This design comes from an exercise in tuning for small area, a short achievable clock period and few clock cycles on the open sky130 flow, not from production work. RTL that was checked went through simulation tests only; none was proved equivalent to the original. Power figures rest on the tool's default switching activity, not on a simulated workload.

## cedar
// laser_stripe_center_extract
module laser_stripe_center_extract (
  input  logic                clk,
  input  logic                rst_n,
  input  logic                in_push,
  output logic                in_full,
  input  logic [7:0]          in_pixel,
  input  logic                in_row_end,
  input  logic                in_frame_end,
  output logic                out_empty,
  input  logic                out_pop,
  output logic [lsce_pkg::ROW_W-1:0]    out_row_number,
  output logic                out_found,
  output logic [lsce_pkg::CENTRE_W-1:0] out_centre_q8,
  output logic                out_last,
  input  logic                cfg_valid,
  output logic                cfg_ready,
  input  logic [1:0]          cfg_index,
  input  logic [12:0]         cfg_data
);
Settings: LEC_CHECK=0, CAP_MARGIN=20, CORE_MARGIN=2, CORE_UTILIZATION=40, CTS_BUF_LIST=sky130_fd_sc_hd__clkbuf_8, CTS_CLUSTER_DIAMETER=60, CTS_CLUSTER_SIZE=16, SLEW_MARGIN=20; clock period 8.0 ns.
standard.sh (not shown) runs the stock make flow with config.mk's settings and CLKGATE_MAP_FILE= SYNTH_SCRIPT=/design/flow/synth_recipe.tcl, a recipe that flattens the netlist after the stock synthesis.
==> flow/flow/run.sh <==
#!/bin/bash
set -euo pipefail
bash standard.sh SETUP_SLACK_MARGIN=5.2 finish > standard_flow.log 2>&1
Relative to cedar, the following input files were edited for oak:
- SETUP_SLACK_MARGIN newly set to 5
- CTS_CLUSTER_SIZE removed (was 16)
- CTS_CLUSTER_DIAMETER removed (was 60)
- CTS_BUF_LIST removed (was sky130_fd_sc_hd__clkbuf_8)
==> flow/run.sh (new file) <==
#!/bin/bash
# synth_recipe.tcl (not shown) runs the flow's synth.tcl, then flattens the netlist and writes it again
# the make line also repeats each setting of config.mk as NAME=value (left out here)
make -C /OpenROAD-flow-scripts/flow DESIGN_CONFIG=/design/flow/config.mk WORK_HOME=/design/flow/orfs CLKGATE_MAP_FILE= SYNTH_SCRIPT=/design/flow/synth_recipe.tcl finish
removed: flow/flow/run.sh
removed: flow/standard.sh
[summary]
- oak finished all stages; the layout is clean.
- clkdlybuf4s50_1 as the slowest cell on the critical path was reported by oak, and edfxtp_1 by cedar.
- Power: oak draws more than cedar
- Changes observed in oak relative to cedar: clock-pin slew on the worst setup and hold paths has decreased; count of clock buffers in the final design has decreased; worst-case headroom to the max-slew limit has decreased; share of final layout cell area taken by non-clock buffers has decreased; actual transition at the worst max-transition pin has increased.
- The run showing the smaller worst hold slack after final layout is oak.
- Re simple-gate share of the synthesized area: no difference whatsoever between oak and cedar.
Function was not checked in any run of this note: the RTL went through the layout flow alone.

Another version of the RTL of laser_stripe_center_extract (not shown whole).
For scale: about 270 flip-flops, ~67 I/O pins.
==> flow/design.v (excerpt) <==
module laser_stripe_center_extract (
  input  logic                clk,
  input  logic                rst_n,
  input  logic                in_push,
  output logic                in_full,
  input  logic [7:0]          in_pixel,
  input  logic                in_row_end,
  input  logic                in_frame_end,
  output logic                out_empty,
  input  logic                out_pop,
  output logic [lsce_pkg::ROW_W-1:0]    out_row_number,
  output logic                out_found,
  output logic [lsce_pkg::CENTRE_W-1:0] out_centre_q8,
  output logic                out_last,
  input  logic                cfg_valid,
  output logic                cfg_ready,
  input  logic [1:0]          cfg_index,
  input  logic [12:0]         cfg_data
);
Settings: LEC_CHECK=0, CAP_MARGIN=20, CORE_MARGIN=2, CORE_UTILIZATION=40, SLEW_MARGIN=20; clock period 8.0 ns.
run.sh (not shown) runs the stock make flow with config.mk's settings and CLKGATE_MAP_FILE= SYNTH_SCRIPT=/design/flow/synth_recipe.tcl, a recipe that flattens the netlist after the stock synthesis.
Stock flow here: none of the scripts above is used.
The first run passed the timing, DRC and antenna checks.
Testbench counts at the start, summed over its fixed seeds: cycles 84,936.
==> next run, changes <==
- ABC_CLOCK_PERIOD_IN_PS: unset -> 4000
- SETUP_SLACK_MARGIN: unset -> 4
Outcome: Combinational power rose by 13%; count of clock-buffer cells in the layout fell by 6; synthesized cell count does not change; cell count rose by 1.9%; non-clock buffer count rose by 48; setup slack gains 1.3 ns; utilization rose by 1.6 points.
==> next run, changes <==
- ABC_CLOCK_PERIOD_IN_PS: 4000 -> 3000
- SETUP_SLACK_MARGIN: 4 -> 5
After rerunning: Clock skew decreases by 0.014 ns; critical path depth is unchanged; power climbs by a few percent; register-to-register slack gains 0.03 ns; design area grows by a few percent; first-iteration DRC count goes down by a few percent; combinational power rose by a little under a tenth; setup slack gets better by 0.026 ns; via count went up by a few percent; synthesized cell count stays the same.

laser_stripe_center_extract, a different RTL version from the one above (not shown whole).
Size: about 1,600 cells after synthesis, about 67 I/O pins, ~17,000 um^2 of cells after synthesis.
Design laser_stripe_center_extract, start of the top module:
module laser_stripe_center_extract (
  input  logic                clk,
  input  logic                rst_n,
  input  logic                in_push,
  output logic                in_full,
  input  logic [7:0]          in_pixel,
  input  logic                in_row_end,
  input  logic                in_frame_end,
  output logic                out_empty,
  input  logic                out_pop,
  output logic [lsce_pkg::ROW_W-1:0]    out_row_number,
  output logic                out_found,
  output logic [lsce_pkg::CENTRE_W-1:0] out_centre_q8,
  output logic                out_last,
  input  logic                cfg_valid,
  output logic                cfg_ready,
  input  logic [1:0]          cfg_index,
  input  logic [12:0]         cfg_data
);
==> flow/config.mk <==
export PLATFORM = sky130hd
export DESIGN_NAME = laser_stripe_center_extract
export DESIGN_NICKNAME = laser_stripe_center_extract
export VERILOG_FILES = /design/flow/design.v
export SDC_FILE = /design/flow/constraint.sdc
export NUM_CORES = 4
export LEC_CHECK = 0
export CAP_MARGIN = 20
export CORE_MARGIN = 2
export CORE_UTILIZATION = 40
export CTS_BUF_LIST = sky130_fd_sc_hd__clkbuf_8
export CTS_CLUSTER_DIAMETER = 60
export CTS_CLUSTER_SIZE = 16
export SLEW_MARGIN = 20
==> flow/constraint.sdc <==
create_clock -name core_clock -period 8.0 [get_ports {clk}]
set_input_delay 1.6000 -clock core_clock [delete_from_list [all_inputs] [get_ports {clk}]]
set_output_delay 1.6000 -clock core_clock [all_outputs]
set_load 0.01 [all_outputs]
standard.sh (not shown) runs the stock make flow with config.mk's settings and CLKGATE_MAP_FILE= SYNTH_SCRIPT=/design/flow/synth_recipe.tcl, a recipe that flattens the netlist after the stock synthesis.
==> flow/flow/run.sh <==
#!/bin/bash
set -euo pipefail
bash standard.sh SETUP_SLACK_MARGIN=5.2 "BUFFER_PORTS_ARGS=-buffer_cell sky130_fd_sc_hd__buf_2" finish > standard_flow.log 2>&1
Testbench counts at the start, summed over its fixed seeds: cycles 85,097.
Then changed:
==> flow/flow/run.sh (replaced) <==
#!/bin/bash
set -euo pipefail
bash standard.sh SETUP_SLACK_MARGIN=5.2 finish > standard_flow.log 2>&1
- sequential share of layout area came out lower by 0.56 points
- via count increases by about 1.4%
- final cell count climbs by 0.70%
- global-route usage increases by 0.27 points

==> separate check: timing with driven ports <==
In the flow no input, the clock included, has a driving cell. The finished layouts below were timed again as built, in two steps. Step 1: set_driving_cell puts a clkbuf_16 on clk and a buf_2 on each other input, an assumption about the parent block. Step 2 times the ports against the registers' clock, not the clock port: input delays grow and output delays shrink by t, the midpoint of the rising clock arrivals with the driver on. a / b / c = no drivers / after step 1 / after step 2; a / b = the first two.
run	t (ns)	setup slack, ns	clock arrival spread, ns	worst slew at a driven data input, ns	cell pins on the clock port's net
cedar	0.669	5.055 / 5.005 / 4.673	0.037 / 0.037	0.04	1
oak	0.634	5.003 / 4.989 / 4.389	0.012 / 0.012	0.04	1
the first run of note 2	0.639	1.917 / 1.917 / 1.917	0.014 / 0.015	0.04	1
the second run of note 2	0.645	3.188 / 3.188 / 3.188	0.030 / 0.031	0.06	1
the third run of note 2	0.643	3.213 / 3.213 / 3.213	0.016 / 0.017	0.07	1
the first run of note 3	0.660	5.220 / 5.167 / 4.931	0.025 / 0.024	0.06	1
the second run of note 3	0.663	5.207 / 5.159 / 4.639	0.029 / 0.029	0.06	1
After both steps every run listed still meets setup and hold. The setup slack of oak, which loses most, moves by -0.014 ns with the drivers and by -0.614 ns with both steps.
